This design comes from an exercise in tuning for small area, a short achievable clock period and few clock cycles per item on the open sky130 flow, not from production work.
RTL that was checked went through simulation tests only; none was proved equivalent to the original.

==> inputs of run a <==
// vision_approach_steering
module vision_approach_steering (
   input  logic                          clock,
   input  logic                          reset,
   input  logic                          req_valid,
   output logic                          req_stall,
   input  logic [34:0]                   req_data,
   output logic                          rsp_valid,
   input  logic                          rsp_stall,
   output logic [39:0]                   rsp_data,
   input  logic                          csr_valid,
   output logic                          csr_ready,
   input  logic [2:0]                    csr_index,
   input  logic [15:0]                   csr_wdata
);
export LEC_CHECK = 0
export CAP_MARGIN = 20
export CORE_MARGIN = 2
export CORE_UTILIZATION = 60
export SETUP_SLACK_MARGIN = 5
export SLEW_MARGIN = 20
create_clock -name core_clock -period 11.0 [get_ports {clock}]
run.sh (not shown) runs the stock make flow with config.mk's settings and CLKGATE_MAP_FILE= SYNTH_SCRIPT=/design/flow/synth_recipe.tcl, a recipe that flattens the netlist after the stock synthesis.
==> inputs of run b, as changes to run a <==
--- a/flow/design.v
+++ b/flow/design.v
@@ -34,22 +34,39 @@
          default: v = 2'd3;
       endcase
       rot_code = v;
    endfunction
    function automatic logic [23:0] entry_booth(input logic [2:0] code);
+      logic [7:0]  oh;
       logic [23:0] v;
-      case (code)
-         3'd0: v = {8'h00, 8'h00, 8'h00};   
-         3'd1: v = {8'h2a, 8'h7f, 8'h00};   
-         3'd2: v = {8'h15, 8'h7f, 8'h00};   
-         3'd3: v = {8'h2b, 8'h02, 8'h7d};   
-         3'd4: v = {8'h40, 8'h80, 8'h40};   
-         3'd5: v = {8'h6a, 8'hff, 8'h00};   
-         3'd6: v = {8'h55, 8'hff, 8'h00};   
-         3'd7: v = {8'h00, 8'h80, 8'h00};   
-         default: v = 24'd0;
-      endcase
+      for (int k = 0; k < 8; k++) begin
+         oh[k] = (code == 3'(k));
+      end
+      v[0] = |(oh & 8'h08);
+      v[1] = |(oh & 8'h00);
+      v[2] = |(oh & 8'h08);
+      v[3] = |(oh & 8'h08);
+      v[4] = |(oh & 8'h08);
+      v[5] = |(oh & 8'h08);
+      v[6] = |(oh & 8'h18);
+      v[7] = |(oh & 8'h00);
+      v[8] = |(oh & 8'h66);
+      v[9] = |(oh & 8'h6e);
+      v[10] = |(oh & 8'h66);
+      v[11] = |(oh & 8'h66);
+      v[12] = |(oh & 8'h66);
+      v[13] = |(oh & 8'h66);
+      v[14] = |(oh & 8'h66);
+      v[15] = |(oh & 8'hf0);
+      v[16] = |(oh & 8'h4c);
+      v[17] = |(oh & 8'h2a);
+      v[18] = |(oh & 8'h44);
+      v[19] = |(oh & 8'h2a);
+      v[20] = |(oh & 8'h44);
+      v[21] = |(oh & 8'h2a);
+      v[22] = |(oh & 8'h70);
+      v[23] = |(oh & 8'h00);
       entry_booth = v;
    endfunction
    function automatic logic [2:0] th_index(input logic [3:0] th);
       logic [2:0] idx;
       if (th[3]) begin
@@ -967,11 +984,11 @@
    logic        a_ldn_in;
    logic [23:0] a_tab_b;
    logic [7:0]  a_bneg, a_bone, a_btwo;
    logic [29:0] a_s, a_c;
    logic [1:0]  a_tsel;
-   logic [4:0]  a_misc;
+   logic [2:0]  a_misc;
    assign a_seek     = r0_cmd && (mode_ff == 2'd1);
    assign a_decay_on = ldm_ff >= {1'b0, search_floor_ff};
    assign a_dodecay  = a_seek && !r0_found && a_decay_on;
    assign a_spen     = a_seek && r0_found && !r0_reached;
    assign a_zero     = !(a_seek && (!r0_found || !r0_reached));
@@ -1004,13 +1021,13 @@
             2'd2: mode_in = 2'd3;
             default: ;
          endcase
       end
    end
-   assign a_misc = {mode_in, a_seek,
-                    r0_cmd && (mode_ff == 2'd0) && r0_arm,
-                    r0_cmd && (mode_ff == 2'd0) && !r0_claw};
+   assign a_misc = !r0_cmd          ? 3'd0 :
+                   (mode_ff == 2'd0) ? {1'b1, r0_arm, !r0_claw} :
+                   (mode_ff == 2'd1) ? ((r0_found && r0_reached) ? 3'd2 : 3'd1) : 3'd3;
    assign a_tab_b = vas_pkg::entry_booth(r0_entry);
    assign a_mul_x = r0_found ? {1'b0, speed_gain_ff} : ldm_ff;
    assign a_bneg  = r0_found ? a_tab_b[23:16] : {1'b0, dc_neg_ff};
    assign a_bone  = r0_found ? a_tab_b[15:8]  : dc_one_ff;
    assign a_btwo  = r0_found ? a_tab_b[7:0]   : dc_two_ff;
@@ -1023,11 +1040,11 @@
       .c    (a_c)
    );
    logic [29:0] b_s, b_c;
    logic        b_dodecay, b_n0, b_tneg, b_spen;
    logic [1:0]  b_tsel, b_rot;
-   logic [4:0]  b_misc;
+   logic [2:0]  b_misc;
    always_ff @(posedge clock) begin
       if (adv) begin
          b_s       <= a_s;
          b_c       <= a_c;
          b_dodecay <= a_dodecay;
@@ -1085,11 +1102,11 @@
       end
    end
    logic [15:0] c_t;
    logic        c_tneg;
    logic [14:0] c_spd;
-   logic [4:0]  c_misc;
+   logic [2:0]  c_misc;
    always_ff @(posedge clock) begin
       if (adv) begin
          c_t    <= b_t;
          c_tneg <= turn_neg_ff ^ b_tneg;
          c_spd  <= b_spd;
@@ -1107,11 +1124,11 @@
       .c    (c_c)
    );
    logic [31:0] d_s, d_c;
    logic        d_tneg;
    logic [14:0] d_spd;
-   logic [4:0]  d_misc;
+   logic [2:0]  d_misc;
    always_ff @(posedge clock) begin
       if (adv) begin
          d_s    <= c_s;
          d_c    <= c_c;
          d_tneg <= c_tneg;
@@ -1127,14 +1144,15 @@
    assign d_sum   = d_s + d_c;
    assign d_clamp = d_tneg ? (!d_sum[31] && (d_sum[30] || d_sum[29] || d_sum[28]))
                            : (d_sum[30] || d_sum[29] || (d_sum[28] && (d_sum[27:14] != 14'd0)));
    assign d_turn  = d_clamp ? (d_tneg ? 16'hc000 : 16'h4000)
                             : (d_tneg ? ~d_sum[29:14] : d_sum[29:14]);
-   assign d_mode  = d_misc[4:3];
-   assign d_light = (d_mode == 2'd3) ? 2'd2 : ((d_mode == 2'd1) && !d_misc[2]) ? 2'd1 : 2'd0;
-   assign d_rsp   = {d_misc[2], d_spd, d_turn, d_light, d_misc[1], d_misc[0],
-                     d_mode == 2'd0, d_mode, d_mode == 2'd3};
+   assign d_mode  = d_misc[2] ? 2'd1 : d_misc[1:0];
+   assign d_light = d_misc[2] ? 2'd1 : (d_misc == 3'd3) ? 2'd2 : 2'd0;
+   assign d_rsp   = {!d_misc[2] && (d_misc[1] ^ d_misc[0]), d_spd, d_turn, d_light,
+                     d_misc[2] && d_misc[1], d_misc[2] && d_misc[0],
+                     d_misc == 3'd0, d_mode, d_misc == 3'd3};
    always_ff @(posedge clock) begin
       if (adv) begin
          o_rsp <= d_rsp;
       end
    end
==> flow/flow/run.sh (new file) <==
#!/bin/bash
set -uo pipefail
bash standard.sh SETUP_SLACK_MARGIN=7.3 finish > standard.log 2>&1
status=$?
tail -n 40 standard.log
exit $status
==> flow/standard.sh (new file) <==
#!/bin/bash
# synth_recipe.tcl (not shown) runs the flow's synth.tcl, then flattens the netlist and writes it again
# the make line also repeats each setting of config.mk as NAME=value (left out here)
make -C /OpenROAD-flow-scripts/flow DESIGN_CONFIG=/design/flow/config.mk WORK_HOME=/design/flow/orfs CLKGATE_MAP_FILE= SYNTH_SCRIPT=/design/flow/synth_recipe.tcl "${@:-finish}"
--- a/flow/config.mk
+++ b/flow/config.mk
@@ -5,8 +5,7 @@
 export SDC_FILE = /design/flow/constraint.sdc
 export NUM_CORES = 4
 export LEC_CHECK = 0
 export CAP_MARGIN = 20
 export CORE_MARGIN = 2
-export CORE_UTILIZATION = 60
-export SETUP_SLACK_MARGIN = 5
+export CORE_UTILIZATION = 50
 export SLEW_MARGIN = 20
removed: flow/run.sh
==> inputs of run c, as changes to run a <==
--- a/flow/design.v
+++ b/flow/design.v
@@ -34,22 +34,39 @@
          default: v = 2'd3;
       endcase
       rot_code = v;
    endfunction
    function automatic logic [23:0] entry_booth(input logic [2:0] code);
+      logic [7:0]  oh;
       logic [23:0] v;
-      case (code)
-         3'd0: v = {8'h00, 8'h00, 8'h00};   
-         3'd1: v = {8'h2a, 8'h7f, 8'h00};   
-         3'd2: v = {8'h15, 8'h7f, 8'h00};   
-         3'd3: v = {8'h2b, 8'h02, 8'h7d};   
-         3'd4: v = {8'h40, 8'h80, 8'h40};   
-         3'd5: v = {8'h6a, 8'hff, 8'h00};   
-         3'd6: v = {8'h55, 8'hff, 8'h00};   
-         3'd7: v = {8'h00, 8'h80, 8'h00};   
-         default: v = 24'd0;
-      endcase
+      for (int k = 0; k < 8; k++) begin
+         oh[k] = (code == 3'(k));
+      end
+      v[0] = |(oh & 8'h08);
+      v[1] = |(oh & 8'h00);
+      v[2] = |(oh & 8'h08);
+      v[3] = |(oh & 8'h08);
+      v[4] = |(oh & 8'h08);
+      v[5] = |(oh & 8'h08);
+      v[6] = |(oh & 8'h18);
+      v[7] = |(oh & 8'h00);
+      v[8] = |(oh & 8'h66);
+      v[9] = |(oh & 8'h6e);
+      v[10] = |(oh & 8'h66);
+      v[11] = |(oh & 8'h66);
+      v[12] = |(oh & 8'h66);
+      v[13] = |(oh & 8'h66);
+      v[14] = |(oh & 8'h66);
+      v[15] = |(oh & 8'hf0);
+      v[16] = |(oh & 8'h4c);
+      v[17] = |(oh & 8'h2a);
+      v[18] = |(oh & 8'h44);
+      v[19] = |(oh & 8'h2a);
+      v[20] = |(oh & 8'h44);
+      v[21] = |(oh & 8'h2a);
+      v[22] = |(oh & 8'h70);
+      v[23] = |(oh & 8'h00);
       entry_booth = v;
    endfunction
    function automatic logic [2:0] th_index(input logic [3:0] th);
       logic [2:0] idx;
       if (th[3]) begin
@@ -967,11 +984,11 @@
    logic        a_ldn_in;
    logic [23:0] a_tab_b;
    logic [7:0]  a_bneg, a_bone, a_btwo;
    logic [29:0] a_s, a_c;
    logic [1:0]  a_tsel;
-   logic [4:0]  a_misc;
+   logic [2:0]  a_misc;
    assign a_seek     = r0_cmd && (mode_ff == 2'd1);
    assign a_decay_on = ldm_ff >= {1'b0, search_floor_ff};
    assign a_dodecay  = a_seek && !r0_found && a_decay_on;
    assign a_spen     = a_seek && r0_found && !r0_reached;
    assign a_zero     = !(a_seek && (!r0_found || !r0_reached));
@@ -1004,13 +1021,13 @@
             2'd2: mode_in = 2'd3;
             default: ;
          endcase
       end
    end
-   assign a_misc = {mode_in, a_seek,
-                    r0_cmd && (mode_ff == 2'd0) && r0_arm,
-                    r0_cmd && (mode_ff == 2'd0) && !r0_claw};
+   assign a_misc = !r0_cmd          ? 3'd0 :
+                   (mode_ff == 2'd0) ? {1'b1, r0_arm, !r0_claw} :
+                   (mode_ff == 2'd1) ? ((r0_found && r0_reached) ? 3'd2 : 3'd1) : 3'd3;
    assign a_tab_b = vas_pkg::entry_booth(r0_entry);
    assign a_mul_x = r0_found ? {1'b0, speed_gain_ff} : ldm_ff;
    assign a_bneg  = r0_found ? a_tab_b[23:16] : {1'b0, dc_neg_ff};
    assign a_bone  = r0_found ? a_tab_b[15:8]  : dc_one_ff;
    assign a_btwo  = r0_found ? a_tab_b[7:0]   : dc_two_ff;
@@ -1023,11 +1040,11 @@
       .c    (a_c)
    );
    logic [29:0] b_s, b_c;
    logic        b_dodecay, b_n0, b_tneg, b_spen;
    logic [1:0]  b_tsel, b_rot;
-   logic [4:0]  b_misc;
+   logic [2:0]  b_misc;
    always_ff @(posedge clock) begin
       if (adv) begin
          b_s       <= a_s;
          b_c       <= a_c;
          b_dodecay <= a_dodecay;
@@ -1085,11 +1102,11 @@
       end
    end
    logic [15:0] c_t;
    logic        c_tneg;
    logic [14:0] c_spd;
-   logic [4:0]  c_misc;
+   logic [2:0]  c_misc;
    always_ff @(posedge clock) begin
       if (adv) begin
          c_t    <= b_t;
          c_tneg <= turn_neg_ff ^ b_tneg;
          c_spd  <= b_spd;
@@ -1107,11 +1124,11 @@
       .c    (c_c)
    );
    logic [31:0] d_s, d_c;
    logic        d_tneg;
    logic [14:0] d_spd;
-   logic [4:0]  d_misc;
+   logic [2:0]  d_misc;
    always_ff @(posedge clock) begin
       if (adv) begin
          d_s    <= c_s;
          d_c    <= c_c;
          d_tneg <= c_tneg;
@@ -1127,14 +1144,15 @@
    assign d_sum   = d_s + d_c;
    assign d_clamp = d_tneg ? (!d_sum[31] && (d_sum[30] || d_sum[29] || d_sum[28]))
                            : (d_sum[30] || d_sum[29] || (d_sum[28] && (d_sum[27:14] != 14'd0)));
    assign d_turn  = d_clamp ? (d_tneg ? 16'hc000 : 16'h4000)
                             : (d_tneg ? ~d_sum[29:14] : d_sum[29:14]);
-   assign d_mode  = d_misc[4:3];
-   assign d_light = (d_mode == 2'd3) ? 2'd2 : ((d_mode == 2'd1) && !d_misc[2]) ? 2'd1 : 2'd0;
-   assign d_rsp   = {d_misc[2], d_spd, d_turn, d_light, d_misc[1], d_misc[0],
-                     d_mode == 2'd0, d_mode, d_mode == 2'd3};
+   assign d_mode  = d_misc[2] ? 2'd1 : d_misc[1:0];
+   assign d_light = d_misc[2] ? 2'd1 : (d_misc == 3'd3) ? 2'd2 : 2'd0;
+   assign d_rsp   = {!d_misc[2] && (d_misc[1] ^ d_misc[0]), d_spd, d_turn, d_light,
+                     d_misc[2] && d_misc[1], d_misc[2] && d_misc[0],
+                     d_misc == 3'd0, d_mode, d_misc == 3'd3};
    always_ff @(posedge clock) begin
       if (adv) begin
          o_rsp <= d_rsp;
       end
    end
==> flow/flow/run.sh (new file) <==
#!/bin/bash
set -uo pipefail
bash standard.sh SETUP_SLACK_MARGIN=7.0 finish > standard.log 2>&1
status=$?
tail -n 40 standard.log
exit $status
==> flow/standard.sh (new file) <==
#!/bin/bash
# synth_recipe.tcl (not shown) runs the flow's synth.tcl, then flattens the netlist and writes it again
# the make line also repeats each setting of config.mk as NAME=value (left out here)
make -C /OpenROAD-flow-scripts/flow DESIGN_CONFIG=/design/flow/config.mk WORK_HOME=/design/flow/orfs CLKGATE_MAP_FILE= SYNTH_SCRIPT=/design/flow/synth_recipe.tcl "${@:-finish}"
--- a/flow/config.mk
+++ b/flow/config.mk
@@ -5,8 +5,7 @@
 export SDC_FILE = /design/flow/constraint.sdc
 export NUM_CORES = 4
 export LEC_CHECK = 0
 export CAP_MARGIN = 20
 export CORE_MARGIN = 2
-export CORE_UTILIZATION = 60
-export SETUP_SLACK_MARGIN = 5
+export CORE_UTILIZATION = 50
 export SLEW_MARGIN = 20
removed: flow/run.sh
==> comparison table <==
Total instance count after detailed placement: run c 3649; run a 3603; run b 3644
DR WL met2: run c 41.1 mm; run a 37.9 mm; run b 42.2 mm
Worst-Margin Slew: run c 0.928 ns; run a 1.12 ns; run b 0.870 ns
Count of non-CTS buffers in the layout: run c 183; run a 156; run b 244
Crit Path Max Fanout: run c 5; run a 7; run b 6
Number of enable flip-flop cells after synthesis: run c 253; run a 259; run b 253
Area share of and/or/nand/nor cells after synthesis: run c 0.112; run a 0.104; run b 0.112
Routed vias: run c 22610; run a 23156; run b 23077
Required time of the critical path: run c 11.32 ns; run a 11.47 ns; run b 11.34 ns
Path length in cells of the critical path: run c 12; run a 14; run b 13
Violation count after the first detailed-route iteration: run c 1819; run a 2720; run b 1851
Synth Area per Inst: run c 9.92 um2; run a 9.88 um2; run b 9.92 um2
Result of the run: run c finished clean; run a finished clean; run b finished clean
Worst R2R Setup Slack: run c 7.02 ns; run a 6.59 ns; run b 7.05 ns
CTS resizes: run c 52; run a 0; run b 190
Launch instance of the worst register-to-register path: run c r0_rec[17]; run a tg_neg_ff[4]; run b r0_rec[17]
Fraction of area in multi-input gates: run c 0.524; run a 0.520; run b 0.520
Number of nets at the end of the flow: run c 3376; run a 3377; run b 3438
Layout overhead on the synthesized area: run c 13.2%; run a 10.0%; run b 18.5%
Post-Syn Instances: run c 2956; run a 2988; run b 2956
Cts bufs inserted: run c 46; run a 45; run b 46
Worst slew slack as a fraction of its limit: run c 0.381; run a 0.253; run b 0.419
WL met3: run c 5.31 mm; run a 8.77 mm; run b 5.99 mm
Testbench counts of run a, summed over its fixed seeds: cycles 4,986, items 4,800.
Function not checked in run b and run c: the RTL went through the layout flow alone.

static timing again, ports no longer ideal:
How much do the figures lean on ideal ports? The routed layouts below were timed once more, with nothing changed but the port constraints. Step 1 sets driving cells, clkbuf_16 on the clock port and buf_2 on the other inputs (assumed; they add their load-dependent delay and slew). Step 2 also shifts input and output timing later by t, the mid clock arrival at the registers, as if the neighbouring blocks saw the same clock. a / b / c = ideal ports / drivers / drivers and shift; a / b = the first two.
| run | t, ns | setup slack, ns | worst slew at a driven data input, ns | pins driven straight from the clock port |
|---|---|---|---|---|
| run a | 0.635 | 5.477 / 5.511 / 4.875 | 0.15 | 1 |
| run b | 0.658 | 7.054 / 7.054 / 6.653 | 0.06 | 1 |
| run c | 0.655 | 7.025 / 7.020 / 6.451 | 0.04 | 1 |
After both steps setup and hold are still met in every run listed. The setup slack of run a, which loses most, moves by +0.034 ns with the drivers and by -0.602 ns with both steps.
